This design comes from an exercise in tuning for small area, a short achievable clock period and few clock cycles on the open sky130 flow, not from production work.
In this exercise RTL edits were held to simulation tests only and were not proved equivalent to the original.

Design csd_vector_unit, start of the top module:
module csd_vector_unit #(
    parameter int NUM_LANES   = DEF_NUM_LANES,
    parameter int DATA_WIDTH  = DEF_DATA_WIDTH,
    parameter int ACCUM_WIDTH = DEF_ACCUM_WIDTH,
    parameter int LEN_WIDTH   = DEF_LEN_WIDTH
) (
    input  logic                              clk,
    input  logic                              rst_n,
    input  logic                              cfg_valid,
    output logic                              cfg_ready,
    input  logic [LEN_WIDTH-1:0]              cfg_len,
    input  logic                              cfg_mode,
    input  logic [NUM_LANES-1:0]              cfg_break_mask,
    input  logic                              in_valid,
    output logic                              in_ready,
    input  logic [NUM_LANES*DATA_WIDTH-1:0]   in_act,
    input  logic [NUM_LANES*DATA_WIDTH-1:0]   in_wgt,
    input  logic [NUM_LANES-1:0]              in_nz_mask,
    output logic                              out_valid,
    input  logic                              out_ready,
    output logic [NUM_LANES*ACCUM_WIDTH-1:0]  out_data,
    output logic [NUM_LANES-1:0]              out_seg_mask,
    output logic                              busy
);
    logic                 cur_v, nxt_v;
    logic                 cur_zero, cur_first, cur_one;
    logic [LEN_WIDTH-1:0] cur_rem, nxt_len;
    logic [6:0]           cur_mask, nxt_mask, cfg_eff;
    logic       adv, go, beat_hs, pseudo, cfg_hs, out_hs, cur_adv, cur_load;
  ...
==> flow/config.mk <==
export PLATFORM = sky130hd
export DESIGN_NAME = csd_vector_unit
export DESIGN_NICKNAME = csd_vector_unit
export VERILOG_FILES = /design/flow/design.v
export SDC_FILE = /design/flow/constraint.sdc
export NUM_CORES = 4
export LEC_CHECK = 0
export CAP_MARGIN = 20
export CORE_MARGIN = 2
export CORE_UTILIZATION = 60
export CTS_BUF_LIST = sky130_fd_sc_hd__clkbuf_8
export CTS_CLUSTER_SIZE = 24
export SETUP_SLACK_MARGIN = 3.0
export SLEW_MARGIN = 20
export TNS_END_PERCENT = 5
export BUFFER_PORTS_ARGS = -buffer_cell sky130_fd_sc_hd__buf_1
==> flow/constraint.sdc <==
create_clock -name core_clock -period 7.5 [get_ports {clk}]
set_input_delay 1.5000 -clock core_clock [delete_from_list [all_inputs] [get_ports {clk}]]
set_output_delay 1.5000 -clock core_clock [all_outputs]
set_load 0.01 [all_outputs]
standard.sh (not shown) runs the stock make flow with config.mk's settings and CLKGATE_MAP_FILE= SYNTH_SCRIPT=/design/flow/synth_recipe.tcl, a recipe that flattens the netlist after the stock synthesis.
==> flow/flow/run.sh <==
#!/bin/bash
# The standard layout (the standard.sh), with port buffers that are plain
# sky130_fd_sc_hd__buf_1 cells rather than the delay buffers buffer_ports
# picks by itself. Every input and output port still gets its buffer.
set -euo pipefail
echo 'export BUFFER_PORTS_ARGS = -buffer_cell sky130_fd_sc_hd__buf_1' >> config.mk
cp config.mk config_mk_used.log
bash standard.sh > standard.log 2>&1
The starting point finished with timing, DRC and antenna clean.
Testbench counts at the start, summed over its fixed seeds: cycles 31,142.
Then changed:
CTS_BUF_LIST = default   (was sky130_fd_sc_hd__clkbuf_8)
CTS_CLUSTER_SIZE = default   (was 24)
TNS_END_PERCENT = default   (was 5)
Wire length rises by 1.1%; final cell count hardly moves; core utilization rises by 1.6 points.
Then changed:
CORE_UTILIZATION = 70   (was 60)
TNS_END_PERCENT = 5   (was default)
After rerunning: Cell area fell by about 1.8%. Final cell count goes down by 3.1%. Worst setup slack improves by 0.028 ns. Wire length decreases by 0.39%. Non-clock buffer count falls by 32. Utilization increases by 10 points. Clock skew is lower by 0.0059 ns.
Then changed:
CORE_UTILIZATION = 60   (was 70)
CTS_BUF_LIST = sky130_fd_sc_hd__clkbuf_8   (was default)
CTS_CLUSTER_SIZE = 24   (was default)
SETUP_SLACK_MARGIN = 4.0   (was 3.0)
Utilization falls by 9.5 points.
Via count falls slightly.
Wire length rises slightly.

========
== run C ==
csd_vector_unit again, from the RTL that the note above started with.
Design csd_vector_unit, start of the top module:
module csd_vector_unit #(
    parameter int NUM_LANES   = DEF_NUM_LANES,
    parameter int DATA_WIDTH  = DEF_DATA_WIDTH,
    parameter int ACCUM_WIDTH = DEF_ACCUM_WIDTH,
    parameter int LEN_WIDTH   = DEF_LEN_WIDTH
) (
    input  logic                              clk,
    input  logic                              rst_n,
    input  logic                              cfg_valid,
    output logic                              cfg_ready,
    input  logic [LEN_WIDTH-1:0]              cfg_len,
    input  logic                              cfg_mode,
    input  logic [NUM_LANES-1:0]              cfg_break_mask,
    input  logic                              in_valid,
    output logic                              in_ready,
    input  logic [NUM_LANES*DATA_WIDTH-1:0]   in_act,
    input  logic [NUM_LANES*DATA_WIDTH-1:0]   in_wgt,
    input  logic [NUM_LANES-1:0]              in_nz_mask,
    output logic                              out_valid,
    input  logic                              out_ready,
    output logic [NUM_LANES*ACCUM_WIDTH-1:0]  out_data,
    output logic [NUM_LANES-1:0]              out_seg_mask,
    output logic                              busy
);
clock: 7.5 ns
lec_check: 0
cap_margin: 20
core_margin: 2
core_utilization: 60
setup_slack_margin: 3.0
slew_margin: 20
tns_end_percent: 5
buffer_ports_args: -buffer_cell sky130_fd_sc_hd__buf_1
Scripts as last shown in full above: flow/flow/run.sh
Run C ran to completion and came out clean on the timing, DRC and antenna checks.
Testbench counts of run C, summed over its fixed seeds: cycles 31,142.
## Diff of input files: run B against run C
Settings: a change of CAP_MARGIN from 20 to 0; a change of SLEW_MARGIN from 20 to 0; an added CTS_BUF_LIST of sky130_fd_sc_hd__clkbuf_8.
Results
The aggregate global-route resource usage of run C and that of run B are within noise of each other. Run B: register-to-register slack is 0.04 ns higher than what run C reported. Pin count of the biggest net entering global routing: run B vs run C identical. Run B vs run C: total vias in the final route up slightly. Going from run C to run B, the non-clock buffer count was found to have gone up by 17. Delta (run B minus run C): layout overhead on the synthesized area did not really move.

========
v6:
csd_vector_unit again, from the RTL that the note above started with.
Settings: LEC_CHECK=0, CAP_MARGIN=20, CORE_MARGIN=2, CORE_UTILIZATION=60, CTS_BUF_LIST=sky130_fd_sc_hd__clkbuf_8, SETUP_SLACK_MARGIN=3.4, SLEW_MARGIN=20, TNS_END_PERCENT=5, BUFFER_PORTS_ARGS=-buffer_cell sky130_fd_sc_hd__buf_1; clock period 7.5 ns.
Scripts as last shown in full above: flow/flow/run.sh
Testbench counts of v6, summed over its fixed seeds: cycles 31,142.
The inputs of v7 differ from those of v6 as listed below.
==> flow/config.mk <==
export PLATFORM = sky130hd
export DESIGN_NAME = csd_vector_unit
export DESIGN_NICKNAME = csd_vector_unit
export VERILOG_FILES = /design/flow/design.v
export SDC_FILE = /design/flow/constraint.sdc
export NUM_CORES = 4
export LEC_CHECK = 0
export CAP_MARGIN = 0
export CORE_MARGIN = 2
export CORE_UTILIZATION = 60
export CTS_BUF_LIST = sky130_fd_sc_hd__clkbuf_4
export CTS_CLUSTER_SIZE = 24
export SETUP_SLACK_MARGIN = 3.0
export SLEW_MARGIN = 0
export TNS_END_PERCENT = 5
export BUFFER_PORTS_ARGS = -buffer_cell sky130_fd_sc_hd__buf_1
Results
v7 -> v6: post-detailed-placement half-perimeter wirelength flat
Re core utilization: v7 and v6 aren't equal, and the lower value belongs to v7.
Summary of the comparison: first-iteration DRC count is higher in v7, relative to v6.
Diff v7..v6 | register area | negligible
v7 reports its standard cell with the maximum stage delay on the critical path as or4_4 while v6 reports fa_1.
Compared with v6, in v7 number of stages on the worst hold path essentially unchanged, routed length per placed instance -about 2.2%, part of the cycle the worst path needs up 1.7 points.

-- re-timing with driven ports --
The flow's constraints put no driver on any port. The routed layouts listed below were extracted and timed again, unchanged, in two steps.
Step 1 assumes that a clkbuf_16 drives the clock port and a buf_2 every other input.
Step 2 adds t to the input delays and takes it off the output delays; t is the mean of the earliest and latest rising clock arrival at the registers after step 1. Input paths then give back, and output paths get back, about the clock's delay inside the block.
Slacks: ideal ports / drivers / drivers and shift; pairs: ideal ports / drivers.
| run | t, ns | slack for setup (ns) | latest minus earliest clock arrival (ns) | worst data-port slew with drivers (ns) | pins driven straight from the clock port |
|---|---|---|---|---|---|
| the first run of note 1 | 0.888 | 2.885 / 2.885 / 2.885 | 0.041 / 0.042 | 0.10 | 1 |
| the second run of note 1 | 0.746 | 2.872 / 2.872 / 2.872 | 0.033 / 0.034 | 0.09 | 1 |
| the third run of note 1 | 0.725 | 2.900 / 2.900 / 2.900 | 0.028 / 0.028 | 0.09 | 1 |
| the fourth run of note 1 | 0.865 | 2.953 / 2.953 / 2.918 | 0.038 / 0.038 | 0.08 | 1 |
| run C | 0.730 | 2.859 / 2.859 / 2.859 | 0.032 / 0.032 | 0.10 | 1 |
| run B | 0.863 | 2.903 / 2.903 / 2.903 | 0.041 / 0.041 | 0.09 | 1 |
| v6 | 0.887 | 2.979 / 2.979 / 2.979 | 0.039 / 0.039 | 0.10 | 1 |
| v7 | 1.153 | 2.851 / 2.851 / 2.851 | 0.114 / 0.114 | 0.09 | 1 |
After both steps setup and hold are still met in every run listed. The setup slack of the fourth run of note 1, which loses most, moves by 0.000 ns with the drivers and by -0.035 ns with both steps.
